This is an optimization exercise on Yosys and OpenROAD, whose aim is small area, not a production implementation. Only simulation tests tie the RTL to the original design; equivalence was not proved. The flow treats the clock pin as an ideal source, which a real chip does not have. Power and IR drop assume default switching activity.

==> inputs of v1 <==
// datapathTop
module datapathTop
(
	input  logic         clock,
	input  logic         rstN,
	input  regFilePkg::instruction_t instruction,
	input  logic         issue,
	output regFilePkg::dataWord_t    result,
	output logic         resultValid
);
clock: 10.0 ns
lec_check: 0
cap_margin: 20
core_margin: 2
core_utilization: 50
cts_buf_list: sky130_fd_sc_hd__clkbuf_16
cts_cluster_diameter: 90
cts_cluster_size: 25
slew_margin: 20
synth_hierarchical: 1
synth_minimum_keep_size: 0
standard.sh (not shown) runs the stock make flow with config.mk's settings and CLKGATE_MAP_FILE= SYNTH_SCRIPT=/design/flow/synth_recipe.tcl, a recipe that flattens the netlist after the stock synthesis.
==> flow/flow/run.sh <==
#!/bin/bash
# The standard layout, with one added step after clock tree synthesis: flow/downsize.tcl
# swaps over-sized logic cells and port buffers for smaller ones of the same function where
# timing, slew and capacitance allow. Each tool's output goes to a log of its own here.
set -euo pipefail
bash standard.sh synth > standard_synth.log 2>&1
bash standard.sh cts > standard_cts.log 2>&1
FLOW_RESULTS="$PWD/orfs/results/$FLOW_PLATFORM/datapathTop/base" \
	openroad -no_init -exit flow/downsize.tcl > downsize.log 2>&1
bash standard.sh finish > standard_finish.log 2>&1
==> flow/flow/downsize.tcl <==
# Downsize over-sized logic cells and port buffers after clock tree synthesis, keeping timing
# and the slew and capacitance limits: each swap to the next smaller cell of the same function
# is kept only if setup slack stays above a margin and no limit is broken.
set results $::env(FLOW_RESULTS)
set platform $::env(FLOW_HOME)/platforms/sky130hd
read_liberty $platform/lib/sky130_fd_sc_hd__tt_025C_1v80.lib
read_db $results/4_cts.odb
read_sdc $results/4_cts.sdc
source $platform/setRC.tcl
set_propagated_clock [all_clocks]
estimate_parasitics -placement

set margin 0.05
set start_slack [sta::worst_slack -max]
set start_slew [sta::max_slew_violation_count]
set start_cap [sta::max_capacitance_violation_count]
puts "start: worst slack $start_slack, slew violations $start_slew, cap violations $start_cap"
set floor [expr {$start_slack - $margin}]

# worst slack over limit for slew and capacitance, kept at least 20% of the limit, as the
# flow's own repair aims for
proc limit_ratio {} {
  set r 1.0
  set l [sta::max_slew_check_limit]
  if {$l > 0} { set r [expr {min($r, [sta::max_slew_check_slack] / $l)}] }
  set l [sta::max_capacitance_check_limit]
  if {$l > 0} { set r [expr {min($r, [sta::max_capacitance_check_slack] / $l)}] }
  return $r
}
set start_ratio [limit_ratio]
set ratio_floor [expr {min($start_ratio, 0.2)}]
puts "start limit ratio $start_ratio"

proc cell_area {name} {
  set m [[ord::get_db] findMaster $name]
  if {$m == "NULL"} { return -1 }
  return [expr {[$m getWidth] * [$m getHeight] / 1.0e6}]
}

# candidate replacements for a master, smallest first
proc smaller {name} {
  set out {}
  if {[regexp {^sky130_fd_sc_hd__clkdlybuf4s50_1$} $name]} {
    return {sky130_fd_sc_hd__buf_1 sky130_fd_sc_hd__buf_2}
  }
  if {![regexp {^(sky130_fd_sc_hd__[a-z0-9]+)_([0-9]+)$} $name -> base size]} { return {} }
  # buffers the flow's repair put on long or heavily loaded nets stay as they are
  if {[regexp {__(buf|clkbuf|clkinv|clkdlybuf|dlygate|dfxtp|dfrtp|tapvpwrvgnd|conb|diode|fill|decap)} $name]} { return {} }
  foreach s {0 1 2 4 6 8 12 16} {
    if {$s >= $size} { break }
    set cand ${base}_$s
    if {[cell_area $cand] > 0 && [cell_area $cand] < [cell_area $name]} { lappend out $cand }
  }
  return $out
}

set saved 0.0
set swaps 0
set block [ord::get_db_block]
foreach inst [$block getInsts] {
  set old [[$inst getMaster] getName]
  set cands [smaller $old]
  if {$cands == {}} { continue }
  set sinst [sta::find_instance [$inst getName]]
  foreach cand $cands {
    replace_cell $sinst $cand
    set ok 1
    if {[sta::worst_slack -max] < $floor} { set ok 0 }
    if {$ok && [sta::worst_slack -min] < 0.05} { set ok 0 }
    if {$ok && [sta::max_slew_violation_count] > $start_slew} { set ok 0 }
    if {$ok && [sta::max_capacitance_violation_count] > $start_cap} { set ok 0 }
    if {$ok && [limit_ratio] < $ratio_floor} { set ok 0 }
    if {$ok} {
      set saved [expr {$saved + [cell_area $old] - [cell_area $cand]}]
      incr swaps
      puts "  [$inst getName]: $old -> $cand"
      break
    }
    replace_cell $sinst $old
  }
}
puts "swaps $swaps, area saved $saved um2"
puts "end: limit ratio [limit_ratio], worst slack [sta::worst_slack -max], hold [sta::worst_slack -min], slew violations [sta::max_slew_violation_count], cap violations [sta::max_capacitance_violation_count]"
detailed_placement
check_placement
write_db $results/4_cts.odb
==> v5 (differences from v1) <==
==> flow/run.sh (new file) <==
#!/bin/bash
# synth_recipe.tcl (not shown) runs the flow's synth.tcl, then flattens the netlist and writes it again
# the make line also repeats each setting of config.mk as NAME=value (left out here)
make -C /OpenROAD-flow-scripts/flow DESIGN_CONFIG=/design/flow/config.mk WORK_HOME=/design/flow/orfs CLKGATE_MAP_FILE= SYNTH_SCRIPT=/design/flow/synth_recipe.tcl finish
removed: flow/flow/run.sh
removed: flow/flow/downsize.tcl
removed: flow/standard.sh
==> comparison <==
- In die area, v1 and v5 do not differ.
- Of v1 and v5, v1 has the higher worst setup slack (gap 89 ps).
- Synthesized cell count is the same in v5 and v1.
- Non-clock buffer count is the same in v5 and v1.
- v1 completed with no timing, DRC or antenna violations. v5 produced a clean layout.
- Clock power is about the same in v5 and v1.
- In v1 the combinational power is smaller than in v5, by 5.2%.
- Of v5 and v1, v5 has the higher power (gap 0.52%, measured against v1).
- In v1 the clock skew is higher than in v5, by 1.5 ps.
- Sequential power is about the same in v5 and v1.

==> port drivers added, routing unchanged <==
The results above use ideal ports. As a check the final layouts listed here were re-extracted and re-timed, cells and wires unchanged.
Step 1 assumes that a clkbuf_16 drives the clock port and a buf_2 every other input.
Step 2, shift: input delay + t, output delay - t, t = (earliest + latest rising clock arrival at the registers) / 2. This alone moves slack from input paths to output paths.
Slacks: no drivers / after step 1 / after step 2; pairs: no drivers / after step 1.
run | t (ns) | slack for setup (ns) | worst slew at a driven data input, ns
v1 | 0.779 | 0.920 / 0.958 / 0.179 | 0.08
v5 | 0.776 | 0.831 / 0.864 / 0.088 | 0.09
After both steps setup and hold are still met in every run listed. For v5, which loses most, drivers alone change the setup slack by +0.033 ns; drivers and shift together by -0.743 ns.
